From an optimization exercise on the open Yosys and OpenROAD flow, aimed at small area; shortcuts taken in it are not production practice.
Function was checked by simulation only, so behaviour that the tests miss may differ from the original.
Power is estimated from default activity; no workload was simulated.

==> design.v <==
`timescale 1ns / 1ps
package lstg_pkg;
  localparam logic [63:0] BASE_RESET = 64'h0000_0000_B490_0000;
  localparam logic [15:0] LFSR_SEED  = 16'hACE1;
endpackage
`timescale 1ns / 1ps
`timescale 1ns / 1ps
`timescale 1ns / 1ps
`timescale 1ns / 1ps
module load_store_traffic_generator (
  input  logic        clk,
  input  logic        rst_n,
  input  logic        in_tvalid,
  output logic        in_tready,
  input  logic [7:0]  in_tdata,
  output logic        out_tvalid,
  input  logic        out_tready,
  output logic [71:0] out_tdata,
  input  logic        cfg_valid,
  output logic        cfg_ready,
  input  logic [2:0]  cfg_index,
  input  logic [63:0] cfg_data
);
  localparam logic [1:0] PH_IDLE = 2'd0, PH_RUN = 2'd1, PH_WAIT = 2'd2, PH_DONE = 2'd3;
  localparam logic [3:0] S_IDLE  = 4'd0;
  localparam logic [3:0] S_START = 4'd1;
  localparam logic [3:0] S_R1    = 4'd2;    
  localparam logic [3:0] S_R2    = 4'd3;    
  localparam logic [3:0] S_I1    = 4'd4;    
  localparam logic [3:0] S_I2    = 4'd5;    
  localparam logic [3:0] S_I3    = 4'd6;    
  localparam logic [3:0] S_I4    = 4'd7;    
  localparam logic [3:0] S_P     = 4'd9;     
  localparam logic [3:0] S_H0    = 4'd10;    
  localparam logic [3:0] S_H1    = 4'd11;    
  localparam logic [3:0] S_F0    = 4'd12;    
  localparam logic [3:0] S_F1    = 4'd13;
  localparam logic [3:0] S_F3    = 4'd15;
  logic [63:0] base_r;
  logic [2:0]  mode_r;
  logic [12:0] n_r;         
  logic        loads_r;
  logic [12:0] line_r;
  logic [12:0] n_wr;
  assign cfg_ready = 1'b1;
  always_comb begin
    if (cfg_data[12:0] == 13'd0)                 n_wr = 13'd1;
    else if (cfg_data[12] && |cfg_data[11:0])    n_wr = 13'd4096;
    else                                         n_wr = cfg_data[12:0];
  end
  logic [2:0]  mode_n;
  logic        loads_n;
  logic        base_dflt, line_dflt, n_dflt;
  logic        rst_p, we_base, we_n, we_line;
  assign rst_p   = !rst_n;
  assign we_base = cfg_valid && (cfg_index == 3'd0);
  assign we_n    = cfg_valid && (cfg_index == 3'd2);
  assign we_line = cfg_valid && (cfg_index == 3'd4);
  always_ff @(posedge clk) begin
    if (we_base) base_r <= cfg_data;
    if (we_n)    n_r    <= n_wr;
    if (we_line) line_r <= cfg_data[12:0];
    base_dflt <= rst_p || (base_dflt && !we_base);
    line_dflt <= rst_p || (line_dflt && !we_line);
    n_dflt    <= rst_p || (n_dflt && !we_n);
    if (rst_p || (cfg_valid && cfg_index == 3'd1)) mode_n  <= rst_n ? ~cfg_data[2:0]  : ~3'd2;
    if (rst_p || (cfg_valid && cfg_index == 3'd3)) loads_n <= rst_n ? ~cfg_data[0]    : 1'b0;
  end
  assign mode_r  = ~mode_n;
  assign loads_r = ~loads_n;
  logic m_next, m_seq, m_rand, m_wtr;
  assign m_next = (mode_r == 3'd1);
  assign m_seq  = (mode_r == 3'd2);
  assign m_rand = (mode_r == 3'd3);
  assign m_wtr  = (mode_r == 3'd4);
  logic [3:0]  ph;
  logic [3:0]  st, st_nxt;
  logic [1:0]  phase, phase_nxt;
  logic        held, held_nxt;
  logic        f, f_nxt;          
  logic        out_valid;
  logic        r_req, r_req_n, r_bad, r_rd, r_rd_nxt;
  logic        accept, acc_req, acc_bad;
  logic [15:0] iss, rcv, wrc;     
  logic [15:0] lfsr;
  logic [63:0] addr_n;            
  logic [3:0]  j;                 
  logic        xj;                
  logic        c, lt, nd, ca, dly;
  logic [1:0] cmd;
  logic       port_acc, resp_wr;
  assign cmd      = in_tdata[1:0];
  assign port_acc = in_tdata[2];
  assign resp_wr  = in_tdata[3];
  logic lap_end, in_f, in_h, in_lo;
  assign lap_end = (ph == 4'd15);
  assign in_f    = (st[3:2] == 2'b11);
  assign in_h    = (st == S_H0) || (st == S_H1);
  assign in_lo   = in_f || in_h;
  logic n_bit, tot_bit;
  logic [15:0] n_ext;
  assign n_ext   = {3'b000, n_r};
  assign n_bit   = n_dflt ? (ph == 4'd4) : n_ext[ph];    
  assign tot_bit = m_wtr ? nd : n_bit;    
  logic a, b, cin, s, cx, cy, cmp_s, use_tot;
  always_comb begin
    case (st)
      S_R1, S_I3: a = wrc[0];
      S_R2:       a = rcv[0];
      default:    a = iss[0];
    endcase
  end
  assign b     = (st == S_P || in_h) ? ~n_bit : 1'b0;    
  assign cin   = (ph == 4'd0) ? 1'b1 : c;
  assign s     = a ^ b ^ cin;
  assign cmp_s   = (st == S_R1) || (st == S_R2) || (st == S_I4);
  assign use_tot = (st == S_R2) || (st == S_I1);
  assign cx    = cmp_s ? s : a;
  assign cy    = use_tot ? tot_bit : n_bit;
  logic idx_bit, take;
  always_comb begin
    if (m_next)      idx_bit = (ph == 4'd0);
    else if (m_seq)  idx_bit = iss[0];
    else if (m_wtr)  idx_bit = r_rd ? s : iss[0];
    else if (m_rand) idx_bit = lfsr[0];
    else             idx_bit = 1'b0;
  end
  assign take = (st == S_P || st == S_H1) && (ph == j);
  logic [15:0] line_ext;
  logic lbit, bb, op1, op2, sum, a0;
  assign line_ext = {3'b000, line_r};
  assign lbit = (st == S_H0) && (line_dflt ? (ph == 4'd6) : line_ext[ph]);    
  logic [63:0] base_rst;
  assign base_rst = lstg_pkg::BASE_RESET;
  assign bb   = base_dflt ? base_rst[{st[1:0], ph}] : base_r[{st[1:0], ph}];
  assign a0   = ~addr_n[0];
  logic first;
  assign first = (st == S_H0) ? (j == 4'd12) : (j == 4'd11);
  assign op1  = in_h ? (dly && !first && !(st == S_H0 && ph == 4'd0)) : (a0 && !st[1]);
  assign op2  = in_h ? (xj && lbit) : bb;
  assign sum  = op1 ^ op2 ^ ca;
  always_comb begin
    st_nxt    = st;
    phase_nxt = phase;
    held_nxt  = held;
    f_nxt     = f;
    r_rd_nxt  = r_rd;
    accept    = 1'b0;
    acc_req   = 1'b0;
    acc_bad   = 1'b0;
    if (lap_end) begin
      case (st)
        S_IDLE: begin
          if (in_tvalid && !out_valid) begin
            case (cmd)
              2'd0: begin
                if (phase == PH_IDLE || phase == PH_DONE) st_nxt = S_START;
                else accept = 1'b1;
              end
              2'd1: begin
                if (phase == PH_RUN) st_nxt = S_I1;
                else accept = 1'b1;
              end
              2'd2: begin
                if (phase == PH_IDLE) begin
                  accept  = 1'b1;
                  acc_bad = 1'b1;
                end else if (phase == PH_DONE) begin
                  accept = 1'b1;
                end else begin
                  st_nxt = resp_wr ? S_R1 : S_R2;
                end
              end
              default: accept = 1'b1;
            endcase
          end
        end
        S_START: begin
          phase_nxt = PH_RUN;
          held_nxt  = 1'b0;
          accept    = 1'b1;
          st_nxt    = S_IDLE;
        end
        S_R1: begin
          f_nxt  = !lt;
          st_nxt = S_R2;
        end
        S_R2: begin
          if (!lt) begin
            phase_nxt = PH_DONE;
            held_nxt  = 1'b0;
          end else if (phase == PH_WAIT && resp_wr && f) begin
            phase_nxt = PH_RUN;
          end
          accept = 1'b1;
          st_nxt = S_IDLE;
        end
        S_I1: begin
          if (lt) begin
            st_nxt = S_I2;
          end else begin
            accept = 1'b1;
            st_nxt = S_IDLE;
          end
        end
        S_I2: begin
          r_rd_nxt = m_wtr ? !lt : loads_r;
          st_nxt   = held ? S_I3 : S_P;
        end
        S_I3: begin
          f_nxt = lt;
          if (port_acc) begin
            st_nxt = S_I4;
          end else begin
            held_nxt = 1'b1;
            accept   = 1'b1;
            acc_req  = 1'b1;
            st_nxt   = S_IDLE;
          end
        end
        S_I4: begin
          if (m_wtr && !r_rd && !lt && f) phase_nxt = PH_WAIT;
          held_nxt = 1'b0;
          accept   = 1'b1;
          acc_req  = 1'b1;
          st_nxt   = S_IDLE;
        end
        S_P:     st_nxt = S_H0;
        S_H0:    st_nxt = S_H1;
        S_H1:    st_nxt = (j == 4'd15) ? S_F0 : S_H0;
        S_F3:    st_nxt = S_I3;
        default: st_nxt = in_f ? st + 4'd1 : S_IDLE;
      endcase
    end
  end
  assign in_tready = accept;
  logic clr, we_iss, we_rcv, we_wrc;
  assign clr    = (st == S_START);
  assign we_iss = (st == S_I4);
  assign we_rcv = (st == S_R2);
  assign we_wrc = (st == S_R1);
  logic lfsr_en, fb;
  assign lfsr_en = m_rand && ((st == S_P) || in_h || (st == S_F0 && ph == 4'd0));
  assign fb      = lfsr[0] ^ lfsr[2] ^ lfsr[3] ^ lfsr[5];
  always_ff @(posedge clk) begin
    iss <= {clr ? 1'b0 : (we_iss ? s : iss[0]), iss[15:1]};
    rcv <= {clr ? 1'b0 : (we_rcv ? s : rcv[0]), rcv[15:1]};
    wrc <= {clr ? 1'b0 : (we_wrc ? s : wrc[0]), wrc[15:1]};
    c   <= (a & b) | (a & cin) | (b & cin);
    lt  <= (cx != cy) ? cy : ((ph == 4'd0) ? 1'b0 : lt);
    nd  <= n_bit;
    ca  <= in_lo & ((op1 & op2) | (op1 & ca) | (op2 & ca));
    dly <= a0;
    if (in_f) addr_n[63:32] <= {~sum, addr_n[63:33]};
    if (in_lo) addr_n[31:0] <= {in_f ? addr_n[32] : ~sum, addr_n[31:1]};
    if (take) xj <= idx_bit;
    if (st == S_I2) j <= 4'd12;
    else if (st == S_H0 && lap_end) j <= j - 4'd1;
    r_rd <= r_rd_nxt;
    f    <= f_nxt;
    if (accept) begin
      r_req_n <= !acc_req;
      r_bad <= acc_bad;
    end
  end
  always_ff @(posedge clk) begin
    if (!rst_n) begin
      ph        <= 4'd0;
      st        <= S_IDLE;
      phase     <= PH_IDLE;
      held      <= 1'b0;
      out_valid <= 1'b0;
      lfsr      <= lstg_pkg::LFSR_SEED;
    end else begin
      ph        <= ph + 4'd1;
      st        <= st_nxt;
      phase     <= phase_nxt;
      held      <= held_nxt;
      out_valid <= accept ? 1'b1 : (out_tready ? 1'b0 : out_valid);
      if (lfsr_en) lfsr <= {(st == S_F0) ? fb : lfsr[0], lfsr[15:1]};
    end
  end
  logic fin;
  assign r_req      = !r_req_n;
  assign fin        = (phase == PH_DONE);
  assign out_tvalid = out_valid;
  assign out_tdata  = {r_bad, fin, fin, fin, 2'b00, r_rd & r_req, ~(addr_n | {64{r_req_n}}), r_req};
endmodule
==> flow/run.sh <==
#!/bin/bash
# Standard layout, with the port buffers made of the smallest buffer cell and a lean clock tree.
set -euo pipefail
export BUFFER_PORTS_ARGS="-buffer_cell sky130_fd_sc_hd__buf_1"
export CTS_ARGS="-sink_clustering_enable -repair_clock_nets -buf_list sky130_fd_sc_hd__clkbuf_4 -sink_clustering_size 10 -sink_clustering_max_diameter 50 -dont_use_dummy_load"
bash standard.sh > standard_flow.log 2>&1
==> standard.sh <==
#!/bin/bash
# synth_recipe.tcl (not shown) runs the flow's synth.tcl, then flattens the netlist and writes it again
# the make line also repeats each setting of config.mk as NAME=value (left out here)
make -C /OpenROAD-flow-scripts/flow DESIGN_CONFIG=/design/flow/config.mk WORK_HOME=/design/flow/orfs CLKGATE_MAP_FILE= SYNTH_SCRIPT=/design/flow/synth_recipe.tcl "${@:-finish}"
==> config.mk <==
export PLATFORM = sky130hd
export DESIGN_NAME = load_store_traffic_generator
export DESIGN_NICKNAME = load_store_traffic_generator
export VERILOG_FILES = /design/flow/design.v
export SDC_FILE = /design/flow/constraint.sdc
export NUM_CORES = 4
export LEC_CHECK = 0
export CAP_MARGIN = 20
export CORE_MARGIN = 2
export CORE_UTILIZATION = 70
export PLACE_DENSITY = 0.8
export SLEW_MARGIN = 20
==> constraint.sdc <==
create_clock -name core_clock -period 10.0 [get_ports {clk}]
set_input_delay 2.0000 -clock core_clock [delete_from_list [all_inputs] [get_ports {clk}]]
set_output_delay 2.0000 -clock core_clock [all_outputs]
set_load 0.01 [all_outputs]
==> impl_metrics.csv, run 1 <==
group,metric,value,unit
cts,cts_resized,0,
place,portBuffers,147,
sta,min_period_over_period,51.9,%
place,place_area,10300,um^2
detailed_routing,vias_per_cell,5.79,
min_path,hp-class,"reg -> reg",
finish,nets,968,
pwr,leakage,3.68,nW
detailed_routing,drc,0,
synthesis,synth-main-ff-cell,"edfxtp_1",
sta,setup_ws,4.81,ns
synthesis,synthArstFlopShare,0,%
worst_setup_path,path_class,"in -> out",
cts,holdBufCountCts,0,
worst_setup_path,endpoint_kind,"primary output",
sta,finalSetupViolCount,0,
floorplanning,die_w,122,um
pwr,vdd_drop_max,133,uV
sta,timing.fmax,0.193,GHz
synthesis,synth_seq_cells,251,
detailed_routing,wirelength,18.7,mm
worst_setup_path,crit_arrival,3.19,ns
sta,fin_tns_setup,0,ns
cts,cts_tree,"done",
worst_setup_path,reg2reg_to,"lt",
finish,layout_commonest_cell,"edfxtp_1",
min_path,hold_path_depth,0,
worst_setup_path,path_buf_inv,2,
worst_setup_path,start_kind,"input pin",
worst_setup_path,ff2ff_path_depth,9,
run_status,outcome,"finished clean",
min_path,hold_path_end,"rcv[10]",
pwr,power_density,155,nW/um^2
cts,cts_setup_buffers,0,
finish,finalInstanceArea,10600,um^2
floorplanning,start_util,71.0,%
sta,hold_viol_final,0,
global_routing,track_usage,25.3,%
floorplanning,io-pin-count,155,
synthesis,avgSynthCellArea,13.3,um^2
place,dp.cells,1019,
cts,insertion_delay,0.68,ns
synthesis,synthCells,730,
floorplanning,die_area,14900,um^2
finish,drive_above_1_share,7.35,%
cts,cts.sinks,251,
synthesis,syn_area,9740,um^2
sta,worstMarginPinSlew,0.779,ns
sta,relSlewSlack,48.1,%
worst_setup_path,path_max_fanout,4,
sta,rsz0062_at_grt,"false",
cts,clk_path_buf_depth,3,
sta,period_needed,5.19,ns
synthesis,ys_seq_area_share,68.4,%
global_routing,grt_max_degree,67,
place,place.gp.congestion,0.813,
worst_setup_path,cp_data_required_time,8.00,ns
flow_run,drv_cap,0,
finish,area_growth,8.57,%
worst_setup_path,r2r_start,"st[0]",
global_routing,grt_overflow,0,
detailed_routing,drt.antenna.violating_nets,0,
worst_setup_path,crit_chain,"buf_1 -> nand2b_1 -> o22ai_1 -> a21o_1 -> a21oi_1 -> buf_1",
detailed_routing,wl_per_cell,17.8,um
floorplanning,die_h,122,um
synthesis,ys_types,70,
worst_setup_path,ff2ff_setup_slack,6.52,ns
place,hpwl,12.8,mm
synthesis,synth_top_area_share,50.6,%
synthesis,synth_edf_count,164,
synthesis,synth_warnings,1,
global_routing,grt_pass1_wl,29.3,mm
global_routing,antenna_found_initial,1,
sta,fin_skew,0.0684,ns
cts,path_clk_slew,0.09,ns
finish,layout.cells.non_filler,1053,
worst_setup_path,crit_family,"compound AO/OA/AOI/OAI gates",
worst_setup_path,slowest_delay,0.35,ns
sta,slew_violations,0,
synthesis,synthTopCellsByArea,"edfxtp_1 51%, dfxtp_1 18%, nor2_1 3.8%",
synthesis,synth_top_cell_by_area,"edfxtp_1",
place,place_ws,4.83,ns
global_routing,grt_pass1_vias,5947,
floorplanning,num_rows,43,
detailed_routing,dr.first_iter.drc_count,406,
detailed_routing,via_count,6096,
finish,layout_common_cells,"164 x edfxtp_1, 147 x buf_1, 99 x nor2_1",
min_path,hold_start,"rcv[11]",
worst_setup_path,critPathMostFrequentCell,"buf_1",
worst_setup_path,worst_path_max_delay_cell,"a21oi_1",
floorplanning,core,13700,um^2
cts,cts-htree-levels,1,
cts,root_buffer,"clkbuf_4",
cts,cts_buffers,30,
pwr,power,1.64,mW
detailed_routing,firstDrtPassIters,5,
## routing by layer
layer | up-vias | wire [um] | GRT usage [%]
met5 | - | 0 | 0
met4 | 0 | 499 | 7.97
met3 | 41 | 1240 | 4.54
met2 | 275 | 9170 | 42.9
met1 | 2890 | 7810 | 33.5
li1 | 2890 | - | -
## cell usage after synthesis, types with 4 or more instances
cell,count
buf_1,4
edfxtp_1,164
nand2b_1,15
buf_4,12
xor2_1,7
and3_1,4
nor3_1,8
dfxtp_1,87
o21ai_0,22
buf_2,7
nor2b_1,29
a21oi_1,23
nor2_1,99
clkbuf_1,18
nand2_1,40
mux4_2,12
mux2i_1,29
xnor2_1,5
a31oi_1,11
nor4_1,6
inv_1,22
nand3_1,12
ha_1,13
nand3b_1,6
a211oi_1,6
## layout make-up
type,instances,area [um^2]
repair buffers,156,627
diodes,2,5.00
inverters,24,90.1
flip-flops and latches,251,6670
multi-input cells,410,2740
fillers,883,3140
clock buffers,30,225
well taps,180,225
## sequential cells by signal, summed over array words and instances (netlist names), 3 cells and up
name    cells
st          4
n_r        13
rcv        16
lfsr       16
addr_n     64
line_r     13
wrc        16
j           4
ph          4
base_r     64
iss        16
mode_n      3
## worst max path at each step
stage | start | endpoint | slack [ns] | cells past startpoint
after floorplan | cfg_valid | base_r[0] | 2.47 | 2
after global routing | in_tdata[1] | in_tready | 4.73 | 6
final | in_tdata[1] | in_tready | 4.81 | 6
after detailed placement | in_tdata[1] | in_tready | 4.83 | 6
after global placement | in_tdata[1] | in_tready | 4.91 | 6
after CTS | in_tdata[1] | in_tready | 4.83 | 6
## logic make-up after synthesis
logic type / count (synthesis) / share of synthesized area (%)
flops: 251 / 68.4
other cells: 2 / 0.0771
mux: 45 / 6.37
buf+inv: 70 / 3.61
xor+xnor: 12 / 1.08
simple gates: 235 / 11.5
compound gates: 100 / 6.81
fa+ha+maj: 15 / 2.08
## power breakdown
part	total [mW]	internal [mW]	switching, mW
combinational	0.0853	0.0371	0.0483
clock	0.430	0.137	0.293
sequential	1.13	1.12	0.00945
## worst register-to-register path, cell delays in order, from the launching register on
cell,delay [ns]
dfxtp_1,0.61
ha_1,0.63
nand2_1,0.24
a311oi_1,0.50
fa_1,0.52
inv_1,0.15
nor2_1,0.06
a21oi_1,0.23
nor2_1,0.07
mux2i_1,0.17
## metrics by stage
step           hold WS [ns]  utilization (%)
2_1_floorplan         0.310                -
3_3_place_gp          0.312             75.2
3_5_place_dp          0.312             75.2
4_1_cts               0.298             76.9
5_1_grt               0.311             77.1
6_report              0.312             77.1
==> run 2, diff against run 1 <==
==> flow/run.sh (replaced) <==
#!/bin/bash
# Standard layout, with the port buffers made of the smallest buffer cell and a lean clock tree.
set -euo pipefail
export BUFFER_PORTS_ARGS="-buffer_cell sky130_fd_sc_hd__buf_1"
export CTS_ARGS="-sink_clustering_enable -repair_clock_nets -buf_list sky130_fd_sc_hd__clkbuf_8 -sink_clustering_size 16 -sink_clustering_max_diameter 60 -dont_use_dummy_load"
bash standard.sh > standard_flow.log 2>&1
==> run 2 against run 1 <==
Net effect: critical endpoint unchanged; clock power up about 10%; synthesized area unchanged; via count decreased by 1.7%; power rose by 2.6%; combinational power about the same; sequential share of layout area decreased by 0.27 points; fmax down 0.57%; cell count decreased by 1.1%; worst setup slack lost 0.030 ns; hold slack worse by 0.00071 ns; synthesized cell count did not move; critical path type unchanged.
==> impl_metrics.csv, run 2 <==
group,metric,value,unit
finish,layout_commonest_cell,"edfxtp_1",
finish,insertedDiodeCount,0,
finish,fillCellCount,875,
cts,clk_path_buf_depth,3,
synthesis,synthCells,730,
finish,layout.cells.non_filler,1041,
sta,fin_tns_setup,0,ns
run_status,outcome,"finished clean",
synthesis,synthArstFlopShare,0,%
finish,area_growth,9.03,%
synthesis,synth_top_area_share,50.6,%
finish,fin_util,77.4,%
place,place.gp.congestion,0.813,
pwr,vdd_drop_max,136,uV
detailed_routing,via_count,5991,
floorplanning,num_rows,43,
synthesis,synth_seq_cells,251,
cts,holdBufCountCts,0,
cts,path_clk_slew,0.09,ns
min_path,hp-class,"reg -> reg",
cts,cts_buffers,20,
detailed_routing,wl_per_cell,17.9,um
cts,cts_setup_buffers,0,
floorplanning,start_util,71.0,%
worst_setup_path,cp_data_required_time,8.00,ns
global_routing,antenna_found_initial,0,
sta,rsz0062_at_grt,"false",
sta,fin_skew,0.0358,ns
detailed_routing,drc,0,
place,hpwl,12.8,mm
detailed_routing,wirelength,18.6,mm
detailed_routing,dr.first_iter.drc_count,423,
synthesis,avgSynthCellArea,13.3,um^2
finish,nets,958,
worst_setup_path,path_max_fanout,4,
synthesis,synthTopCellsByArea,"edfxtp_1 51%, dfxtp_1 18%, nor2_1 3.8%",
finish,finalInstanceArea,10600,um^2
finish,drive_above_1_share,6.27,%
place,place_ws,4.83,ns
place,portBuffers,147,
synthesis,ys_seq_area_share,68.4,%
global_routing,grt_pass1_vias,5903,
place,place_area,10300,um^2
finish,reg_top3,"addr_n: 64 flops, base_r: 64 flops",
finish,layout_common_cells,"164 x edfxtp_1, 147 x buf_1, 99 x nor2_1",
sta,min_period_over_period,52.2,%
floorplanning,core,13700,um^2
sta,hold_viol_final,0,
synthesis,synth-main-ff-cell,"edfxtp_1",
synthesis,synth_top_cell_by_area,"edfxtp_1",
cts,cts.sinks,251,
sta,period_needed,5.22,ns
pwr,leakage,3.68,nW
flow_run,drv_cap,0,
cts,cts_tree,"done",
worst_setup_path,path_class,"in -> out",
synthesis,ys_types,70,
synthesis,synth_edf_count,164,
cts,root_buffer,"clkbuf_8",
floorplanning,die_h,122,um
place,dp.cells,1019,
detailed_routing,firstDrtPassIters,5,
pwr,power_density,158,nW/um^2
global_routing,grt_overflow,0,
sta,timing.fmax,0.192,GHz
cts,cts-htree-levels,1,
worst_setup_path,crit_arrival,3.22,ns
synthesis,synth_most_common_cell,"edfxtp_1",
sta,finalSetupViolCount,0,
sta,worstMarginPinSlew,0.764,ns
worst_setup_path,start_kind,"input pin",
worst_setup_path,endpoint_kind,"primary output",
detailed_routing,vias_per_cell,5.76,
synthesis,syn_area,9740,um^2
sta,relSlewSlack,49.0,%
global_routing,grt_max_degree,67,
floorplanning,die_area,14900,um^2
global_routing,grt_pass1_wl,29.4,mm
sta,hold_slack,0.311,ns
cts,cts_resized,0,
floorplanning,die_w,122,um
sta,setup_ws,4.78,ns
global_routing,track_usage,25.3,%
synthesis,yosys-top-cells-count,"164 x edfxtp_1, 99 x nor2_1, 87 x dfxtp_1",
cts,insertion_delay,0.53,ns
pwr,power,1.68,mW
floorplanning,io-pin-count,155,
synthesis,synth_warnings,1,
detailed_routing,drt.antenna.violating_nets,0,
sta,slew_violations,0,
-- run 2: area by class of cell --
cell class	count	area (um^2)	area share, %
flip-flops and latches	251	6670	62.8
multi-input cells	410	2740	25.8
repair buffers	156	627	5.90
clock buffers	20	275	2.59
well taps	180	225	2.12
inverters	24	90.1	0.848
-- run 2: where the power goes --
| group | switching [mW] | internal (mW) |
|---|---|---|
| Combinational | 0.0482 | 0.0371 |
| Clock | 0.293 | 0.180 |
| Sequential | 0.00930 | 1.12 |
-- run 2: worst paths after layout --
path,start,to,slack (ns),depth (start not counted)
worst min-delay path,rcv[4],rcv[3],0.31,0
worst min register to register,rcv[4],rcv[3],0.31,0
worst max-delay path,in_tdata[1],in_tready,4.78,6
worst max register to register,ph[1],lt,6.47,13
-- run 2: worst max-delay path: stages --
cell      delay (ns)
buf_1           0.15
nand2b_1        0.21
o22ai_1         0.12
a21o_1          0.16
a21oi_1         0.36
buf_1           0.21
-- run 2: layer usage --
layer	track usage [%]	vias to the layer above	share of wire, %
met5	0	-	0
met4	7.97	0	2.9
met3	3.98	46	6.2
met2	43.1	229	50
met1	33.7	2862	41
li1	-	2854	-
-- run 2: cell families (layout without fill, tap and decap cells) --
family                   Yosys count  count (layout)  synth area share (%)
AND/OR/NAND/NOR                  235             235                  11.5
AO/OA/AOI/OAI                    100             100                  6.81
flip-flops                       251             251                  68.4
XOR/XNOR                          12              12                  1.08
buffers and inverters             70             200                  3.61
adder cells (fa/ha/maj)           15              15                  2.08
multiplexers                      45              45                  6.37
other                              2               3                0.0771
==> run 3, diff against run 2 <==
--- a/design.v
+++ b/design.v
@@ -83,5 +83,6 @@
   logic        accept, acc_req, acc_bad;
   logic [15:0] iss, rcv, wrc;     
-  logic [15:0] lfsr;
+  logic [15:0] lfsr;              
+  logic        lfsr_dflt, fbq;
   logic [63:0] addr_n;            
   logic [3:0]  j;                 
@@ -118,4 +119,10 @@
   assign cx    = cmp_s ? s : a;
   assign cy    = use_tot ? tot_bit : n_bit;
+  logic [15:0] seed, seed_nx;
+  logic        l_tap, l_nx;
+  assign seed    = lstg_pkg::LFSR_SEED;
+  assign seed_nx = {seed[0], seed[15:1]};
+  assign l_tap   = lfsr_dflt ? seed[ph]    : lfsr[0];    
+  assign l_nx    = lfsr_dflt ? seed_nx[ph] : lfsr[1];    
   logic idx_bit, take;
   always_comb begin
@@ -123,5 +130,5 @@
     else if (m_seq)  idx_bit = iss[0];
     else if (m_wtr)  idx_bit = r_rd ? s : iss[0];
-    else if (m_rand) idx_bit = lfsr[0];
+    else if (m_rand) idx_bit = l_tap;
     else             idx_bit = 1'b0;
   end
@@ -240,7 +247,6 @@
   assign we_rcv = (st == S_R2);
   assign we_wrc = (st == S_R1);
-  logic lfsr_en, fb;
-  assign lfsr_en = m_rand && ((st == S_P) || in_h || (st == S_F0 && ph == 4'd0));
-  assign fb      = lfsr[0] ^ lfsr[2] ^ lfsr[3] ^ lfsr[5];
+  logic l_step;
+  assign l_step = m_rand && (st == S_F0);
   always_ff @(posedge clk) begin
     iss <= {clr ? 1'b0 : (we_iss ? s : iss[0]), iss[15:1]};
@@ -255,4 +261,6 @@
     if (in_lo) addr_n[31:0] <= {in_f ? addr_n[32] : ~sum, addr_n[31:1]};
     if (take) xj <= idx_bit;
+    lfsr <= {l_step ? (lap_end ? fbq : l_nx) : lfsr[0], lfsr[15:1]};
+    fbq  <= (ph == 4'd0) ? l_tap : (fbq ^ (l_tap && (ph == 4'd2 || ph == 4'd3 || ph == 4'd5)));
     if (st == S_I2) j <= 4'd12;
     else if (st == S_H0 && lap_end) j <= j - 4'd1;
@@ -271,5 +279,5 @@
       held      <= 1'b0;
       out_valid <= 1'b0;
-      lfsr      <= lstg_pkg::LFSR_SEED;
+      lfsr_dflt <= 1'b1;
     end else begin
       ph        <= ph + 4'd1;
@@ -278,5 +286,5 @@
       held      <= held_nxt;
       out_valid <= accept ? 1'b1 : (out_tready ? 1'b0 : out_valid);
-      if (lfsr_en) lfsr <= {(st == S_F0) ? fb : lfsr[0], lfsr[15:1]};
+      if (l_step && lap_end) lfsr_dflt <= 1'b0;
     end
   end
==> run 3 against run 2 <==
Net effect: hold slack improved by 0.0086 ns; non-clock buffer count decreased by 1; synthesized cell count decreased by 2.6%; critical endpoint unchanged.
==> impl_metrics.csv, run 3 <==
group,metric,value,unit
cts,cts_buffers,20,
cts,cts_resized,0,
sta,worstMarginPinSlew,0.865,ns
cts,cts-htree-levels,1,
sta,timing.fmax,0.195,GHz
detailed_routing,drt.antenna.violating_nets,0,
floorplanning,core,13300,um^2
finish,insertedDiodeCount,0,
global_routing,track_usage,25.1,%
global_routing,gr-usage-met2,40.7,%
detailed_routing,firstDrtPassIters,6,
floorplanning,io-pin-count,155,
finish,drive_above_1_share,5.57,%
worst_setup_path,path_class,"in -> out",
detailed_routing,wl_per_cell,17.6,um
global_routing,met1_usage,35.2,%
synthesis,synthCells,711,
min_path,hp-class,"reg -> reg",
cts,holdBufCountCts,0,
synthesis,avgSynthCellArea,13.5,um^2
synthesis,synth_most_common_cell,"edfxtp_1",
finish,layout_commonest_cell,"edfxtp_1",
cts,root_buffer,"clkbuf_8",
sta,finalSetupViolCount,0,
global_routing,grt_max_degree,67,
worst_setup_path,endpoint_kind,"primary output",
detailed_routing,vias_per_cell,5.86,
finish,finalInstanceArea,10500,um^2
finish,reg_top3,"addr_n: 64 flops, base_r: 64 flops",
worst_setup_path,worst_path_max_delay_cell,"a21oi_1",
synthesis,synth_top_area_share,51.2,%
floorplanning,start_util,72.1,%
min_path,hold_start,"wrc[4]",
sta,slew_violations,0,
synthesis,syn_area,9620,um^2
run_status,outcome,"finished clean",
sta,fin_tns_setup,0,ns
worst_setup_path,path_max_fanout,4,
global_routing,grt_overflow,0,
worst_setup_path,startpoint,"in_tdata[1]",
detailed_routing,wirelength,17.9,mm
detailed_routing,via_count,5981,
sta,min_period_over_period,51.2,%
floorplanning,num_rows,42,
synthesis,ys_types,63,
finish,layout_common_cells,"164 x edfxtp_1, 147 x buf_1, 103 x nor2_1",
global_routing,grt_util_met3,4.42,%
pwr,leakage,3.67,nW
sta,setup_ws,4.88,ns
cts,insertion_delay,0.52,ns
global_routing,antenna_found_initial,0,
synthesis,synthArstFlopShare,0,%
detailed_routing,dr.first_iter.drc_count,502,
global_routing,grt_pass1_wl,28.8,mm
pwr,vdd_drop_max,144,uV
sta,hold_viol_final,0,
synthesis,ys_seq_area_share,69.7,%
sta,rsz0062_at_grt,"false",
cts,cts.sinks,253,
place,place_area,10200,um^2
place,place_ws,4.90,ns
worst_setup_path,crit_chain,"buf_1 -> nand2b_1 -> o22ai_1 -> a21o_1 -> a21oi_1 -> buf_1",
synthesis,synthTopCellsByArea,"edfxtp_1 51%, dfxtp_1 19%, nor2_1 4.0%",
worst_setup_path,crit_arrival,3.12,ns
worst_setup_path,r2r_start,"ph[0]",
worst_setup_path,cp_data_required_time,8.00,ns
cts,cts_setup_buffers,0,
place,hpwl,12.3,mm
global_routing,busiest_layer,"met2",
synthesis,synth_warnings,1,
synthesis,synth_edf_count,164,
sta,fin_skew,0.0482,ns
finish,area_growth,9.26,%
synthesis,yosys-top-cells-count,"164 x edfxtp_1, 103 x nor2_1, 89 x dfxtp_1",
synthesis,synth_seq_cells,253,
cts,cts_tree,"done",
pwr,power_density,161,nW/um^2
flow_run,drv_cap,0,
global_routing,grt_pass1_vias,5775,
finish,fin_util,78.8,%
place,place.gp.congestion,0.873,
detailed_routing,drc,0,
floorplanning,die_w,121,um
floorplanning,die_area,14700,um^2
worst_setup_path,critPathMostFrequentCell,"buf_1",
synthesis,synth-main-ff-cell,"edfxtp_1",
worst_setup_path,slowest_delay,0.31,ns
worst_setup_path,path_buf_inv,2,
sta,period_needed,5.12,ns
finish,layout.cells.non_filler,1020,
worst_setup_path,start_kind,"input pin",
sta,relSlewSlack,42.3,%
place,portBuffers,147,
cts,path_clk_slew,0.09,ns
floorplanning,die_h,121,um
worst_setup_path,crit_family,"compound AO/OA/AOI/OAI gates",
synthesis,synth_top_cell_by_area,"edfxtp_1",
finish,nets,943,
cts,clk_path_buf_depth,3,
place,dp.cells,1000,
run 3: changes by cell type in the layout (fill, tap and decap cells not counted), sizes merged, moves of 4 or more:
| cell | previous run | this run |
|---|---|---|
| and2 | 3 | 8 |
| mux2i | 29 | 20 |
| nand2 | 40 | 28 |
| nand2b | 15 | 9 |
| nand3b | 6 | 1 |
| nor2 | 100 | 104 |
| o21ai | 24 | 28 |
| xor2 | 7 | 2 |
run 3: cell type report:
type | count | area, um^2
sequential | 253 | 6710
fill | 843 | 2830
multi-input combinational | 391 | 2610
timing repair buffer | 155 | 612
clock buffer | 20 | 275
tap | 176 | 220
inverter | 25 | 93.8
run 3: path summary, 6_finish.rpt:
path / endpoint / slack (ns) / cells after the start
worst max-delay path: in_tready / 4.88 / 6
worst min-delay path: wrc[3] / 0.32 / 0
worst max register to register: lt / 6.44 / 12
worst min register to register: wrc[3] / 0.32 / 0
run 3: layer usage:
layer | vias to the layer above | part of all wire [%] | wire [um]
met5 | - | 0 | 0
met2 | 273 | 48 | 8520
met1 | 2852 | 43 | 7680
li1 | 2810 | - | -
met3 | 46 | 6.8 | 1230
met4 | 0 | 2.8 | 510
run 3: worst reg2reg max path: stages (launching register included):
cell and delay (ns):
dfxtp_2 0.32, buf_4 0.47, inv_1 0.25, ha_1 0.30, nor2b_1 0.17, a32o_1 0.27, nand2_1 0.08, o221ai_2 0.14
a21o_1 0.23, fa_1 0.57, mux2i_1 0.12, and2_0 0.19, mux2i_1 0.16
run 3: cells by family after synthesis:
group,after synthesis,synth area share [%]
xor gates and xnor gates,8,0.728
AOI/OAI and AO/OA,102,6.90
adders and majority gates,17,2.37
muxes,38,5.94
buffers and inverters,68,3.33
DFF,253,69.7
and+or+nand+nor,223,11.0
other,2,0.0780
run 3: power breakdown:
group / total [mW] / internal, mW / leakage (nW) / switching [mW]
Clock: 0.465 / 0.180 / 0.144 / 0.286
Sequential: 1.14 / 1.13 / 2.20 / 0.0109
Combinational: 0.0925 / 0.0399 / 1.33 / 0.0526
run 3: metrics by stage:
step           power (mW)  hold slack (ns)
2_1_floorplan        1.22            0.310
3_3_place_gp         1.25            0.313
3_5_place_dp         1.25            0.313
4_1_cts              1.71            0.318
5_1_grt              1.76            0.324
6_report             1.70            0.320
==> run 4, diff against run 3 <==
==> flow/run.sh (replaced) <==
#!/bin/bash
# Standard layout, with the port buffers made of the smallest buffer cell and a lean clock tree.
set -euo pipefail
export BUFFER_PORTS_ARGS="-buffer_cell sky130_fd_sc_hd__buf_1"
export CTS_ARGS="-sink_clustering_enable -repair_clock_nets -buf_list sky130_fd_sc_hd__clkbuf_16 -sink_clustering_size 30 -sink_clustering_max_diameter 80 -dont_use_dummy_load"
bash standard.sh > standard_flow.log 2>&1
==> run 4 against run 3 <==
Net effect: register-to-register slack about the same; largest cell class unchanged; die area unchanged; worst setup slack gained 0.0030 ns; fmax about the same; count of clock-buffer cells in the layout decreased by 8; still clean; combinational power hardly changed; critical endpoint unchanged; clock skew rose by 0.0038 ns; core utilization is 0.19 points higher.
==> impl_metrics.csv, run 4 <==
group,metric,value,unit
run_status,outcome,"finished clean",
finish,layout_common_cells,"164 x edfxtp_1, 147 x buf_1, 103 x nor2_1",
finish,insertedDiodeCount,0,
synthesis,synthArstFlopShare,0,%
finish,reg_top3,"addr_n: 64 flops, base_r: 64 flops",
worst_setup_path,ff2ff_path_depth,12,
sta,timing.fmax,0.195,GHz
sta,rsz0062_at_grt,"false",
detailed_routing,wirelength,17.9,mm
min_path,hp-class,"reg -> reg",
floorplanning,io-pin-count,155,
synthesis,synth_xor_area_share,0.728,%
detailed_routing,via_count,5925,
finish,nets,935,
sta,relSlewSlack,41.2,%
floorplanning,num_rows,42,
cts,cts_tree,"done",
sta,fin_tns_setup,0,ns
worst_setup_path,crit_arrival,3.12,ns
sta,slew_violations,0,
synthesis,yosys-top-cells-count,"164 x edfxtp_1, 103 x nor2_1, 89 x dfxtp_1",
min_path,hold_path_end,"wrc[10]",
synthesis,synth_top_area_share,51.2,%
synthesis,yosys-mux-area-fraction,5.94,%
min_path,hold_path_depth,0,
worst_setup_path,endpoint_kind,"primary output",
sta,setup_ws,4.88,ns
worst_setup_path,cp_data_required_time,8.00,ns
cts,cts-htree-levels,1,
synthesis,avgSynthCellArea,13.5,um^2
detailed_routing,vias_per_cell,5.85,
global_routing,track_usage,24.9,%
min_path,hold_start,"wrc[11]",
pwr,power,1.73,mW
synthesis,synthTopCellsByArea,"edfxtp_1 51%, dfxtp_1 19%, nor2_1 4.0%",
cts,cts_resized,0,
worst_setup_path,path_max_fanout,4,
detailed_routing,dr.first_iter.drc_count,612,
finish,area_growth,9.52,%
cts,clk_path_buf_depth,3,
synthesis,ys_types,63,
cts,cts.sinks,253,
place,hpwl,12.3,mm
detailed_routing,firstDrtPassIters,5,
global_routing,grt_overflow,0,
place,place.gp.congestion,0.873,
finish,drive_above_1_share,4.67,%
worst_setup_path,r2r_start,"ph[0]",
place,portBuffers,147,
sta,min_period_over_period,51.2,%
sta,worstMarginPinSlew,0.880,ns
worst_setup_path,start_kind,"input pin",
flow_run,drv_cap,0,
global_routing,antenna_found_initial,0,
synthesis,syn_area,9620,um^2
floorplanning,die_area,14700,um^2
sta,period_needed,5.12,ns
floorplanning,die_h,121,um
pwr,vdd_drop_max,184,uV
pwr,leakage,3.68,nW
synthesis,synth_top_family_by_area,"simple AND/OR/NAND/NOR gates",
finish,layout_commonest_cell,"edfxtp_1",
worst_setup_path,ff2ff_setup_slack,6.43,ns
cts,path_clk_slew,0.11,ns
global_routing,grt_max_degree,67,
synthesis,synth-main-ff-cell,"edfxtp_1",
global_routing,grt_pass1_wl,28.6,mm
synthesis,synth_most_common_cell,"edfxtp_1",
sta,fin_skew,0.0520,ns
synthesis,synthSimpleGateAreaFrac,11.0,%
finish,fin_util,79.0,%
global_routing,gr-usage-met2,41.3,%
global_routing,grt_util_met3,3.90,%
synthesis,synth_edf_count,164,
worst_setup_path,path_class,"in -> out",
pwr,power_density,164,nW/um^2
synthesis,synth_seq_cells,253,
floorplanning,start_util,72.1,%
synthesis,synth_warnings,1,
sta,hold_viol_final,0,
global_routing,met1_usage,34.6,%
cts,root_buffer,"clkbuf_16",
detailed_routing,drc,0,
global_routing,busiest_layer,"met2",
global_routing,grt_pass1_vias,5723,
cts,holdBufCountCts,0,
synthesis,ys_seq_area_share,69.7,%
detailed_routing,wl_per_cell,17.7,um
floorplanning,core,13300,um^2
synthesis,synth-compound-area-share,6.90,%
detailed_routing,drt.antenna.violating_nets,0,
synthesis,synthAdderAreaFrac,2.37,%
place,place_ws,4.90,ns
worst_setup_path,reg2reg_to,"lt",
sta,finalSetupViolCount,0,
synthesis,synthCells,711,
synthesis,synth_top_cell_by_area,"edfxtp_1",
cts,insertion_delay,0.47,ns
cts,cts_buffers,12,
cts,cts_setup_buffers,0,
floorplanning,die_w,121,um
-- run 4: cell types whose count changed in the layout (fill, tap and decap cells not counted), sizes merged --
cell and delta:
clkbuf -8
-- run 4: per-stage QoR --
| stage | hold WS, ns | cell area, um^2 | cells |
|---|---|---|---|
| floorplan | 0.310 | 9630 | 712 |
| global route | 0.331 | 10500 | 1012 |
| CTS | 0.325 | 10500 | 1012 |
| global placement | 0.313 | 10200 | 1000 |
| detailed placement | 0.313 | 10200 | 1000 |
| finish | 0.319 | 10500 | 1012 |
-- run 4: area by class of cell --
class / instances / area, um^2
Sequential cell: 253 / 6710
Fill cell: 829 / 2810
Multi-Input combinational cell: 391 / 2610
Timing Repair Buffer: 155 / 612
Clock buffer: 12 / 300
Tap cell: 176 / 220
Inverter: 25 / 93.8
-- run 4: how the worst max path moves through the flow --
stage | cells past startpoint | end | startpoint | slack [ns]
global placement | 6 | in_tready | in_tdata[2] | 4.92
global route | 6 | in_tready | in_tdata[1] | 4.77
detailed placement | 6 | in_tready | in_tdata[2] | 4.90
floorplan | 2 | base_r[0] | cfg_valid | 2.47
CTS | 6 | in_tready | in_tdata[2] | 4.90
finish | 6 | in_tready | in_tdata[1] | 4.88
-- run 4: power breakdown --
group	internal (mW)	total, mW	switching (mW)
logic	0.0399	0.0927	0.0528
clock network	0.217	0.497	0.280
registers	1.13	1.14	0.0108
-- run 4: cell families after synthesis --
group                    count (synthesis)
other                                    2
buffers and inverters                   68
XOR/XNOR                                 8
AO/OA/AOI/OAI                          102
adder cells (fa/ha/maj)                 17
multiplexers                            38
flip-flops                             253
AND/OR/NAND/NOR                        223
-- run 4: critical path, stage by stage --
cell	delay, ns
buf_1	0.15
nand2b_1	0.18
o22ai_1	0.12
a21o_1	0.17
a21oi_1	0.31
buf_1	0.20
-- run 4: per-layer routing --
layer	vias to the layer above	part of all wire (%)
met5	-	0
li1	2796	-
met4	0	2.6
met1	2829	43
met2	262	48
met3	38	6.8
==> run 5, diff against run 4 <==
--- a/design.v
+++ b/design.v
@@ -79,4 +79,6 @@
   logic        held, held_nxt;
   logic        f, f_nxt;          
+  assign held = iss[0];
+  assign f    = wrc[0];
   logic        out_valid;
   logic        r_req, r_req_n, r_bad, r_rd, r_rd_nxt;
@@ -250,7 +252,7 @@
   assign l_step = m_rand && (st == S_F0);
   always_ff @(posedge clk) begin
-    iss <= {clr ? 1'b0 : (we_iss ? s : iss[0]), iss[15:1]};
+    iss <= {lap_end ? held_nxt : clr ? 1'b0 : (we_iss ? s : iss[0]), iss[15:1]};
     rcv <= {clr ? 1'b0 : (we_rcv ? s : rcv[0]), rcv[15:1]};
-    wrc <= {clr ? 1'b0 : (we_wrc ? s : wrc[0]), wrc[15:1]};
+    wrc <= {lap_end ? f_nxt : clr ? 1'b0 : (we_wrc ? s : wrc[0]), wrc[15:1]};
     c   <= (a & b) | (a & cin) | (b & cin);
     lt  <= (cx != cy) ? cy : ((ph == 4'd0) ? 1'b0 : lt);
@@ -266,5 +268,4 @@
     else if (st == S_H0 && lap_end) j <= j - 4'd1;
     r_rd <= r_rd_nxt;
-    f    <= f_nxt;
     if (accept) begin
       r_req_n <= !acc_req;
@@ -277,5 +278,4 @@
       st        <= S_IDLE;
       phase     <= PH_IDLE;
-      held      <= 1'b0;
       out_valid <= 1'b0;
       lfsr_dflt <= 1'b1;
@@ -284,5 +284,4 @@
       st        <= st_nxt;
       phase     <= phase_nxt;
-      held      <= held_nxt;
       out_valid <= accept ? 1'b1 : (out_tready ? 1'b0 : out_valid);
       if (l_step && lap_end) lfsr_dflt <= 1'b0;
==> flow/run.sh (replaced) <==
#!/bin/bash
# Standard layout, with the port buffers made of the smallest buffer cell and a lean clock tree.
set -euo pipefail
export BUFFER_PORTS_ARGS="-buffer_cell sky130_fd_sc_hd__buf_1"
export CTS_ARGS="-sink_clustering_enable -repair_clock_nets -buf_list sky130_fd_sc_hd__clkbuf_8 -sink_clustering_size 16 -sink_clustering_max_diameter 60 -dont_use_dummy_load"
bash standard.sh > standard_flow.log 2>&1
==> run 5 against run 4 <==
Net effect: worst setup slack worse by 0.12 ns; register-to-register slack better by 0.13 ns; wire length up 1.9%; synthesized area down 0.16%; fmax is 2.2% lower; count of clock-buffer cells in the layout up 7; sequential cell count fell by 2; non-clock buffer count is the same; critical endpoint unchanged; highest routed layer unchanged.
==> impl_metrics.csv, run 5 <==
group,metric,value,unit
pwr,p_sw,350,uW
cts,root_buffer,"clkbuf_8",
detailed_routing,met2_length,8.98,mm
synthesis,ys_seq_area_share,69.3,%
global_routing,grt_pass1_vias,5869,
place,hpwl,12.5,mm
synthesis,avgSynthCellArea,13.6,um^2
worst_setup_path,path_class,"in -> out",
worst_setup_path,endpoint_kind,"primary output",
cts,cts_buffers,19,
synthesis,synth-main-ff-cell,"edfxtp_1",
synthesis,synth_most_common_cell,"edfxtp_1",
floorplanning,io-pin-count,155,
synthesis,ys_types,62,
sta,fin_tns_setup,0,ns
sta,timing.fmax,0.191,GHz
synthesis,synth_seq_cells,251,
pwr,comb_power_share,5.5,%
global_routing,grt_max_degree,67,
synthesis,synth_top_area_share,50.9,%
pwr,p_sw_share,20.8,%
cts,path_clk_slew,0.09,ns
synthesis,syn_area,9610,um^2
sta,period_needed,5.24,ns
global_routing,antenna_found_initial,0,
synthesis,synthCells,707,
detailed_routing,wirelength,18.3,mm
cts,cts.sinks,251,
worst_setup_path,crit_arrival,3.24,ns
cts,cts-htree-levels,1,
flow_run,drv_cap,0,
detailed_routing,via_count,5949,
cts,insertion_delay,0.52,ns
worst_setup_path,start_kind,"input pin",
worst_setup_path,critPathMostFrequentCell,"buf_1",
pwr,p_seq_share,67.2,%
detailed_routing,wl_per_cell,18.0,um
pwr,leakage,3.62,nW
worst_setup_path,crit_chain,"buf_1 -> nor2b_1 -> o2bb2ai_1 -> o21ai_0 -> a221oi_1 -> nor2_1 -> buf_1",
floorplanning,die_h,121,um
min_path,hp-class,"reg -> reg",
finish,nets,940,
floorplanning,die_area,14700,um^2
floorplanning,num_rows,42,
place,portBuffers,147,
synthesis,synth_edf_count,163,
detailed_routing,vias_per_cell,5.86,
sta,slew_violations,0,
finish,insertedDiodeCount,0,
global_routing,grt_pass1_wl,29.4,mm
cts,cts_tree,"done",
cts,cts_resized,0,
sta,fin_skew,0.0238,ns
pwr,vdd_drop_max,150,uV
sta,min_period_over_period,52.4,%
detailed_routing,drt.antenna.violating_nets,0,
finish,reg_top3,"addr_n: 64 flops, base_r: 64 flops",
synthesis,yosys-top-cells-count,"163 x edfxtp_1, 88 x dfxtp_1, 87 x nor2_1",
run_status,outcome,"finished clean",
worst_setup_path,worst_path_max_delay_cell,"nor2b_1",
pwr,clkPwrFrac,27.3,%
sta,relSlewSlack,45.1,%
synthesis,synth_xor_area_share,0.820,%
finish,finalInstanceArea,10500,um^2
synthesis,yosys-mux-area-fraction,5.92,%
finish,fillCellCount,843,
synthesis,synthTopCellsByArea,"edfxtp_1 51%, dfxtp_1 18%, nor2_1 3.4%",
floorplanning,die_w,121,um
worst_setup_path,slowest_delay,0.27,ns
synthesis,synth_warnings,1,
worst_setup_path,path_max_fanout,4,
cts,holdBufCountCts,0,
sta,hold_viol_final,0,
worst_setup_path,cp_data_required_time,8.00,ns
synthesis,synthArstFlopShare,0,%
global_routing,track_usage,25.7,%
synthesis,synth_top_cell_by_area,"edfxtp_1",
synthesis,synthAdderAreaFrac,2.63,%
detailed_routing,wl_met3,1.19,mm
synthesis,synth_top_family_by_area,"simple AND/OR/NAND/NOR gates",
pwr,power_density,160,nW/um^2
finish,drive_above_1_share,6.20,%
cts,cts_setup_buffers,0,
cts,clk_path_buf_depth,3,
synthesis,synthSimpleGateAreaFrac,10.6,%
place,place.gp.congestion,0.836,
pwr,power,1.68,mW
finish,area_growth,9.22,%
detailed_routing,firstDrtPassIters,5,
detailed_routing,drc,0,
floorplanning,core,13300,um^2
pwr,power.internal,1.33,mW
finish,fin_util,78.6,%
synthesis,synth-compound-area-share,7.46,%
global_routing,grt_overflow,0,
floorplanning,start_util,72.0,%
finish,layout_commonest_cell,"edfxtp_1",
finish,layout_common_cells,"163 x edfxtp_1, 147 x buf_1, 87 x nor2_1, 87 x dfxtp_1, 36 x o21ai_0",
detailed_routing,highest_layer,"met4",
sta,finalSetupViolCount,0,
sta,rsz0062_at_grt,"false",
place,place_area,10200,um^2
detailed_routing,dr.first_iter.drc_count,600,
sta,worstMarginPinSlew,0.822,ns
detailed_routing,wl_met1,7.72,mm
-- run 5: changes by cell type in the layout (fill, tap and decap cells not counted), sizes merged, moves of 4 or more --
cell,change
nor2,-17
a21oi,-10
o21ai,+8
clkbuf,+7
nand2,+6
nor2b,+5
o211ai,+5
a221oi,+4
nand3b,+4
nand4,-4
-- run 5: final timing paths --
check / startpoint / endpoint / slack, ns / cells past startpoint
max: in_tdata[0] / in_tready / 4.76 / 7
min: wrc[5] / wrc[4] / 0.32 / 0
max reg2reg: ph[0] / lt / 6.56 / 11
min reg2reg: wrc[5] / wrc[4] / 0.32 / 0
-- run 5: kinds of logic (layout without fill, tap and decap cells) --
group / Yosys count / count (layout)
DFF: 251 / 251
buffers and inverters: 65 / 196
other: 2 / 3
adders and majority gates: 19 / 19
muxes: 40 / 40
xor gates and xnor gates: 9 / 9
AOI/OAI and AO/OA: 109 / 109
and+or+nand+nor: 212 / 212
-- run 5: metrics by stage --
stage / std cells / worst slack, ns / hold WS (ns)
floorplan: 708 / 2.47 / 0.310
global placement: 995 / 4.81 / 0.311
detailed placement: 995 / 4.76 / 0.312
CTS: 1014 / 4.76 / 0.329
global route: 1015 / 4.56 / 0.331
finish: 1015 / 4.76 / 0.325
-- run 5: power by group through the flow --
stage / sequential, mW / combinational [mW] / clock [mW]
4_1_cts: 1.13 / 0.0927 / 0.471
3_3_place_gp: 1.15 / 0.0886 / 0
5_1_grt: 1.13 / 0.103 / 0.505
2_1_floorplan: 1.15 / 0.0650 / 0
6_report: 1.13 / 0.0927 / 0.458
3_5_place_dp: 1.15 / 0.0922 / 0
-- run 5: worst max-delay path, delay by kind of cell --
family	cells	cell delay, ns
simple gates	2	0.41
buf+inv	2	0.28
compound gates	3	0.55
-- run 5: cell type report --
cell class | instances | area (um^2) | share of cell area [%]
Sequential cell | 251 | 6660 | 63.4
Multi-Input combinational cell | 392 | 2660 | 25.4
Timing Repair Buffer | 155 | 612 | 5.83
Clock buffer | 19 | 262 | 2.49
Tap cell | 176 | 220 | 2.10
Inverter | 22 | 82.6 | 0.787
-- run 5: metal layers --
metal,vias to the layer above,GRT usage (%)
li1,2795,-
met1,2891,35.6
met2,235,42.8
met3,28,4.28
met4,0,7.04
met5,-,0
==> run 6, diff against run 5 <==
--- a/config.mk
+++ b/config.mk
@@ -6,7 +6,7 @@
 export NUM_CORES = 4
 export LEC_CHECK = 0
-export CAP_MARGIN = 20
+export CAP_MARGIN = 0
 export CORE_MARGIN = 2
-export CORE_UTILIZATION = 70
-export PLACE_DENSITY = 0.8
-export SLEW_MARGIN = 20
+export CORE_UTILIZATION = 85
+export PLACE_DENSITY = 0.9
+export SLEW_MARGIN = 0
==> run 6 against run 5 <==
Net effect: critical path depth unchanged; sequential power hardly changed; count of clock-buffer cells in the layout unchanged; wire length grew 43%; largest cell class unchanged; still clean on timing, DRC and antenna; die area down 17%; synthesized cell count did not move; critical path type unchanged.
==> impl_metrics.csv, run 6 <==
group,metric,value,unit
pwr,power,1.72,mW
finish,area_growth,8.62,%
flow_run,drv_cap,0,
worst_setup_path,path_max_fanout,4,
cts,insertion_delay,0.53,ns
cts,holdBufCountCts,0,
place,place_area,10200,um^2
synthesis,synthCells,707,
finish,layout.cells.non_filler,978,
run_status,outcome,"finished clean",
floorplanning,die_h,110,um
sta,fin_tns_setup,0,ns
pwr,p_sw_share,22.8,%
synthesis,synthTopCellsByArea,"edfxtp_1 51%, dfxtp_1 18%, nor2_1 3.4%",
finish,finalInstanceArea,10400,um^2
pwr,p_sw,394,uW
cts,cts_tree,"done",
cts,cts.sinks,251,
synthesis,synth_seq_cells,251,
worst_setup_path,path_class,"in -> out",
detailed_routing,wirelength,26.1,mm
synthesis,synth_edf_count,163,
synthesis,synthArstFlopShare,0,%
sta,rsz0062_at_grt,"false",
global_routing,track_usage,44.1,%
worst_setup_path,start_kind,"input pin",
detailed_routing,drt.antenna.violating_nets,0,
global_routing,grt_pass1_wl,38.8,mm
synthesis,synth_most_common_cell,"edfxtp_1",
global_routing,antenna_found_initial,0,
min_path,hold_path_depth,0,
detailed_routing,vias_per_cell,7.21,
place,portBuffers,147,
place,place.gp.congestion,0.894,
place,dp.cells,959,
floorplanning,start_util,87.9,%
worst_setup_path,r2r_start,"st[0]",
synthesis,avgSynthCellArea,13.6,um^2
floorplanning,io-pin-count,155,
floorplanning,core,10900,um^2
sta,fin_skew,0.0241,ns
pwr,power.internal,1.33,mW
sta,worstMarginPinSlew,1.34,ns
worst_setup_path,reg2reg_to,"wrc[15]",
cts,cts_buffers,19,
sta,hold_slack,0.328,ns
synthesis,synth_top_area_share,50.9,%
floorplanning,die_w,110,um
finish,layout_common_cells,"163 x edfxtp_1, 147 x buf_1, 87 x nor2_1, 87 x dfxtp_1, 36 x o21ai_0",
synthesis,yosys-top-cells-count,"163 x edfxtp_1, 88 x dfxtp_1, 87 x nor2_1",
finish,insertedDiodeCount,0,
synthesis,ys_seq_area_share,69.3,%
global_routing,grt_pass1_vias,6886,
detailed_routing,via_count,7054,
pwr,comb_power_share,6.2,%
min_path,hold_start,"iss[13]",
cts,cts-htree-levels,1,
sta,period_needed,5.45,ns
synthesis,syn_area,9610,um^2
synthesis,synth_warnings,1,
pwr,leakage,3.62,nW
detailed_routing,wl_per_cell,26.7,um
sta,timing.fmax,0.184,GHz
synthesis,synth_top_cell_by_area,"edfxtp_1",
cts,root_buffer,"clkbuf_8",
place,place_ws,4.64,ns
cts,path_clk_slew,0.09,ns
worst_setup_path,ff2ff_path_depth,10,
floorplanning,num_rows,38,
detailed_routing,dr.first_iter.drc_count,1508,
sta,min_period_over_period,54.5,%
sta,setup_ws,4.55,ns
min_path,hold_path_end,"iss[12]",
sta,relSlewSlack,10.5,%
pwr,clkPwrFrac,28.0,%
detailed_routing,drc,0,
global_routing,grt_overflow,0,
sta,finalSetupViolCount,0,
min_path,hp-class,"reg -> reg",
sta,slew_violations,0,
floorplanning,die_area,12200,um^2
worst_setup_path,crit_arrival,3.45,ns
finish,nets,939,
pwr,power_density,165,nW/um^2
finish,reg_top3,"addr_n: 64 flops, base_r: 64 flops",
pwr,vdd_drop_max,256,uV
synthesis,synth-main-ff-cell,"edfxtp_1",
cts,cts_setup_buffers,0,
pwr,p_seq_share,65.8,%
cts,clk_path_buf_depth,3,
sta,hold_viol_final,0,
worst_setup_path,endpoint_kind,"primary output",
finish,fin_util,95.4,%
synthesis,ys_types,62,
place,hpwl,15.3,mm
finish,drive_above_1_share,5.85,%
worst_setup_path,cp_data_required_time,8.00,ns
detailed_routing,firstDrtPassIters,7,
finish,layout_commonest_cell,"edfxtp_1",
global_routing,grt_max_degree,67,
cts,cts_resized,0,
worst_setup_path,ff2ff_setup_slack,6.22,ns
run 6: worst max path at each step:
stage	end	startpoint	cells past startpoint
3_3_place_gp	in_tready	in_tdata[0]	7
6_report	in_tready	in_tdata[0]	7
5_1_grt	in_tready	in_tdata[0]	7
2_1_floorplan	base_r[0]	cfg_valid	2
3_5_place_dp	in_tready	in_tdata[0]	7
4_1_cts	in_tready	in_tdata[0]	7
run 6: layer usage:
layer	global-route usage, %	wire (um)	up-vias
li1	-	-	2794
met1	53.1	8270	3171
met2	74.5	12400	842
met3	8.58	3240	247
met4	26.1	2230	0
met5	0	0	-
run 6: power by group through the flow:
| stage | registers [mW] | clock network, mW | logic, mW |
|---|---|---|---|
| after global placement | 1.15 | 0 | 0.0870 |
| after detailed placement | 1.15 | 0 | 0.0971 |
| final | 1.13 | 0.483 | 0.107 |
| after CTS | 1.13 | 0.472 | 0.102 |
| after global routing | 1.13 | 0.498 | 0.112 |
| after floorplan | 1.15 | 0 | 0.0650 |
run 6: worst max-delay path: stages:
cell	delay [ns]
buf_1	0.14
nor2b_1	0.30
o2bb2ai_1	0.20
o21ai_0	0.14
a221oi_1	0.32
nor2_1	0.15
buf_1	0.19
run 6: final cells by class:
type	instances	area [um^2]
Multi-Input combinational cell	392	2660
Timing Repair Buffer	154	604
Clock buffer	19	262
Inverter	22	82.6
Tap cell	140	175
Fill cell	238	498
Sequential cell	251	6660
run 6: cell families (layout without fill, tap and decap cells):
logic type	Yosys count	after routing	synth area share, %
flip-flops	251	251	69.3
AND/OR/NAND/NOR	212	212	10.6
AO/OA/AOI/OAI	109	109	7.46
buffers and inverters	65	195	3.18
multiplexers	40	40	5.92
adder cells (fa/ha/maj)	19	19	2.63
XOR/XNOR	9	9	0.820
other	2	3	0.0782
==> run 7, diff against run 6 <==
--- a/design.v
+++ b/design.v
@@ -178,5 +178,5 @@
                   accept = 1'b1;
                 end else begin
-                  st_nxt = resp_wr ? S_R1 : S_R2;
+                  st_nxt = S_R1;
                 end
               end
@@ -192,5 +192,5 @@
         end
         S_R1: begin
-          f_nxt  = !lt;
+          f_nxt  = !lt;    
           st_nxt = S_R2;
         end
@@ -218,17 +218,10 @@
         end
         S_I3: begin
-          f_nxt = lt;
-          if (port_acc) begin
-            st_nxt = S_I4;
-          end else begin
-            held_nxt = 1'b1;
-            accept   = 1'b1;
-            acc_req  = 1'b1;
-            st_nxt   = S_IDLE;
-          end
+          f_nxt  = lt;
+          st_nxt = S_I4;
         end
         S_I4: begin
-          if (m_wtr && !r_rd && !lt && f) phase_nxt = PH_WAIT;
-          held_nxt = 1'b0;
+          if (port_acc && m_wtr && !r_rd && !lt && f) phase_nxt = PH_WAIT;
+          held_nxt = !port_acc;
           accept   = 1'b1;
           acc_req  = 1'b1;
@@ -246,7 +239,7 @@
   logic clr, we_iss, we_rcv, we_wrc;
   assign clr    = (st == S_START);
-  assign we_iss = (st == S_I4);
+  assign we_iss = (st == S_I4) && port_acc;
   assign we_rcv = (st == S_R2);
-  assign we_wrc = (st == S_R1);
+  assign we_wrc = (st == S_R1) && resp_wr;
   logic l_step;
   assign l_step = m_rand && (st == S_F0);
--- a/config.mk
+++ b/config.mk
@@ -6,7 +6,7 @@
 export NUM_CORES = 4
 export LEC_CHECK = 0
-export CAP_MARGIN = 0
+export CAP_MARGIN = 20
 export CORE_MARGIN = 2
-export CORE_UTILIZATION = 85
-export PLACE_DENSITY = 0.9
-export SLEW_MARGIN = 0
+export CORE_UTILIZATION = 70
+export PLACE_DENSITY = 0.8
+export SLEW_MARGIN = 20
==> run 7 against run 6 <==
Net effect: die area is 20% higher; largest cell class unchanged; wire length is 28% lower; clock skew grew 0.0054 ns; still clean on timing, DRC and antenna; sequential share of layout area down 0.25 points; first-iteration DRC count shrank 63%; cell count increased by 3.9%; clock power shrank 5.0%; sequential power about the same; critical path type unchanged; fmax about the same.
==> impl_metrics.csv, run 7 <==
group,metric,value,unit
run_status,outcome,"finished clean",
pwr,power,1.68,mW
detailed_routing,firstDrtPassIters,6,
finish,insertedDiodeCount,0,
sta,relSlewSlack,48.2,%
detailed_routing,vias_per_cell,5.88,
finish,fillCellCount,809,
min_path,hp-class,"reg -> reg",
synthesis,synthArstFlopShare,0,%
worst_setup_path,crit_family,"simple AND/OR/NAND/NOR gates",
floorplanning,num_rows,42,
cts,cts_setup_buffers,0,
finish,layout_commonest_cell,"edfxtp_1",
cts,cts_resized,0,
pwr,clkPwrFrac,27.3,%
sta,hold_viol_final,0,
place,place_area,10200,um^2
worst_setup_path,cp_data_required_time,8.00,ns
cts,cts-htree-levels,1,
place,place.gp.congestion,0.969,
synthesis,ys_seq_area_share,69.6,%
finish,layout_common_cells,"163 x edfxtp_1, 147 x buf_1, 100 x nor2_1",
worst_setup_path,endpoint_kind,"primary output",
global_routing,grt_pass1_vias,6003,
finish,nets,945,
worst_setup_path,path_max_fanout,5,
synthesis,synthCells,702,
worst_setup_path,path_buf_inv,3,
synthesis,synth_most_common_cell,"edfxtp_1",
flow_run,drv_cap,0,
synthesis,yosys-top-cells-count,"163 x edfxtp_1, 100 x nor2_1, 88 x dfxtp_1",
worst_setup_path,crit_arrival,3.45,ns
detailed_routing,wl_per_cell,18.4,um
finish,finalInstanceArea,10500,um^2
cts,holdBufCountCts,0,
synthesis,synth_warnings,1,
worst_setup_path,path_class,"in -> out",
global_routing,grt_pass1_wl,29.8,mm
cts,cts.sinks,251,
cts,cts_tree,"done",
worst_setup_path,crit_chain,"buf_1 -> inv_1 -> ha_1 -> a21oi_1 -> a21oi_1 -> nor2_1 -> nor3_1 -> buf_1",
sta,rsz0062_at_grt,"false",
detailed_routing,dr.first_iter.drc_count,553,
finish,drive_above_1_share,6.79,%
sta,finalSetupViolCount,0,
pwr,p_seq_share,66.9,%
synthesis,synth_edf_count,163,
place,portBuffers,147,
global_routing,antenna_found_initial,0,
cts,path_clk_slew,0.10,ns
global_routing,grt_overflow,0,
synthesis,ys_types,65,
detailed_routing,via_count,5971,
floorplanning,die_w,121,um
worst_setup_path,worst_path_max_delay_cell,"nor3_1",
cts,clk_path_buf_depth,3,
pwr,comb_power_share,5.7,%
sta,fin_tns_setup,0,ns
synthesis,avgSynthCellArea,13.6,um^2
detailed_routing,drt.antenna.violating_nets,0,
synthesis,synthTopCellsByArea,"edfxtp_1 51%, dfxtp_1 18%, nor2_1 3.9%",
sta,timing.fmax,0.183,GHz
floorplanning,core,13300,um^2
cts,insertion_delay,0.51,ns
global_routing,track_usage,26.1,%
pwr,p_sw_share,20.9,%
pwr,power_density,160,nW/um^2
cts,cts_buffers,19,
finish,ff_latch_area,6660,um^2
finish,area_growth,9.59,%
floorplanning,die_h,121,um
pwr,power.internal,1.33,mW
detailed_routing,wirelength,18.7,mm
floorplanning,die_area,14600,um^2
finish,multi_input_area,2610,um^2
place,hpwl,12.8,mm
sta,fin_skew,0.0295,ns
sta,setup_ws,4.55,ns
sta,worstMarginPinSlew,0.777,ns
synthesis,synth-main-ff-cell,"edfxtp_1",
pwr,leakage,3.59,nW
pwr,p_sw,351,uW
place,place_ws,4.57,ns
detailed_routing,drc,0,
pwr,vdd_drop_max,131,uV
finish,fin_util,78.8,%
global_routing,grt_max_degree,67,
sta,min_period_over_period,54.5,%
synthesis,syn_area,9560,um^2
floorplanning,start_util,71.9,%
sta,slew_violations,0,
floorplanning,io-pin-count,155,
synthesis,synth_top_cell_by_area,"edfxtp_1",
worst_setup_path,slowest_delay,0.45,ns
finish,reg_top3,"addr_n: 64 flops, base_r: 64 flops",
sta,period_needed,5.45,ns
worst_setup_path,start_kind,"input pin",
synthesis,synth_seq_cells,251,
cts,root_buffer,"clkbuf_8",
synthesis,synth_top_area_share,51.2,%
run 7: cell count changes after synthesis, sizes merged, moves of 5 or more:
cell,previous run,this run
nor2b,35,21
nor2,87,100
a21oi,14,25
mux2i,22,14
o21ai,36,29
nand4,0,6
inv,22,27
o211ai,6,1
run 7: logic make-up (layout without fill, tap and decap cells):
group           after synthesis  count (layout)  share of synthesized area, %
xor+xnor                      8               8                         0.733
buf+inv                      66             203                          3.15
mux                          35              35                          5.82
flops                       251             251                          69.6
other cells                   2               3                        0.0786
compound gates              103             103                          6.90
simple gates                214             214                          10.5
fa+ha+maj                    23              23                          3.17
run 7: worst paths after layout:
| path | slack [ns] | start | endpoint | depth (start not counted) |
|---|---|---|---|---|
| setup / recovery | 4.55 | in_tdata[0] | in_tready | 8 |
| hold / removal | 0.33 | iss[2] | iss[1] | 0 |
| setup reg to reg | 6.54 | ph[0] | wrc[15] | 11 |
| hold reg to reg | 0.33 | iss[2] | iss[1] | 0 |
run 7: stage by stage:
stage	hold slack (ns)	std cells
2_1_floorplan	0.310	703
3_3_place_gp	0.312	997
3_5_place_dp	0.312	997
4_1_cts	0.333	1016
5_1_grt	0.339	1016
6_report	0.327	1016
run 7: cell type report:
type                       count  area share, %
clock buffer                  19           2.50
inverter                      27          0.967
tap                          176           2.10
multi-input combinational    386           24.9
timing repair buffer         157           5.98
sequential                   251           63.5
run 7: worst reg2reg max path: stages (launching register included):
cell	delay [ns]
dfxtp_1	0.35
buf_4	0.42
mux4_2	0.56
a21oi_1	0.21
a311oi_1	0.10
or3_1	0.43
fa_1	0.61
nor4_1	0.29
a21oi_1	0.08
o21ai_1	0.15
nand2_1	0.06
o21ai_1	0.12
run 7: power groups by stage:
stage	Sequential [mW]	Clock [mW]	Combinational, mW
floorplan	1.15	0	0.0657
global route	1.13	0.505	0.106
finish	1.12	0.459	0.0964
CTS	1.12	0.470	0.0960
detailed placement	1.15	0	0.0957
global placement	1.15	0	0.0924
run 7: layer usage:
metal | routed length [um] | track usage [%]
met5 | 0 | 0
met4 | 409 | 6.98
met3 | 1300 | 4.18
met2 | 9430 | 45.1
met1 | 7580 | 34.9

[afterwards: timing with drivers on the ports]
In the flow no input, the clock included, has a driving cell. The finished layouts below were timed again as built, in two steps.
Step 1 (the two cells are an assumption about what drives the block):
set clk [get_ports {clk}]
set_driving_cell -lib_cell sky130_fd_sc_hd__clkbuf_16 $clk
set_driving_cell -lib_cell sky130_fd_sc_hd__buf_2 [delete_from_list [all_inputs] $clk]
Step 2 adds t to the input delays and takes it off the output delays; t is the mean of the earliest and latest rising clock arrival at the registers after step 1. Input paths then give back, and output paths get back, about the clock's delay inside the block.
Three values: ideal, step 1, step 2; two values: the first two.
| run | t, ns | slack for setup (ns) | worst setup path after step 2 | clock arrival spread, ns | pins driven straight from the clock port |
|---|---|---|---|---|---|
| run 1 | 0.691 | 4.811 / 4.779 / 4.779 | input to output | 0.068 / 0.069 | 1 |
| run 2 | 0.549 | 4.781 / 4.750 / 4.750 | input to output | 0.036 / 0.035 | 1 |
| run 3 | 0.531 | 4.876 / 4.844 / 4.844 | input to output | 0.051 / 0.052 | 1 |
| run 4 | 0.487 | 4.879 / 4.847 / 4.847 | input to output | 0.053 / 0.052 | 1 |
| run 5 | 0.540 | 4.764 / 4.742 / 4.742 | input to output | 0.025 / 0.025 | 1 |
| run 6 | 0.551 | 4.555 / 4.514 / 4.514 | input to output | 0.026 / 0.025 | 1 |
| run 7 | 0.531 | 4.550 / 4.514 / 4.514 | input to output | 0.030 / 0.030 | 1 |
After both steps setup and hold are still met in every run listed. For run 6, which loses most, drivers alone change the setup slack by -0.041 ns; drivers and shift together by -0.041 ns.
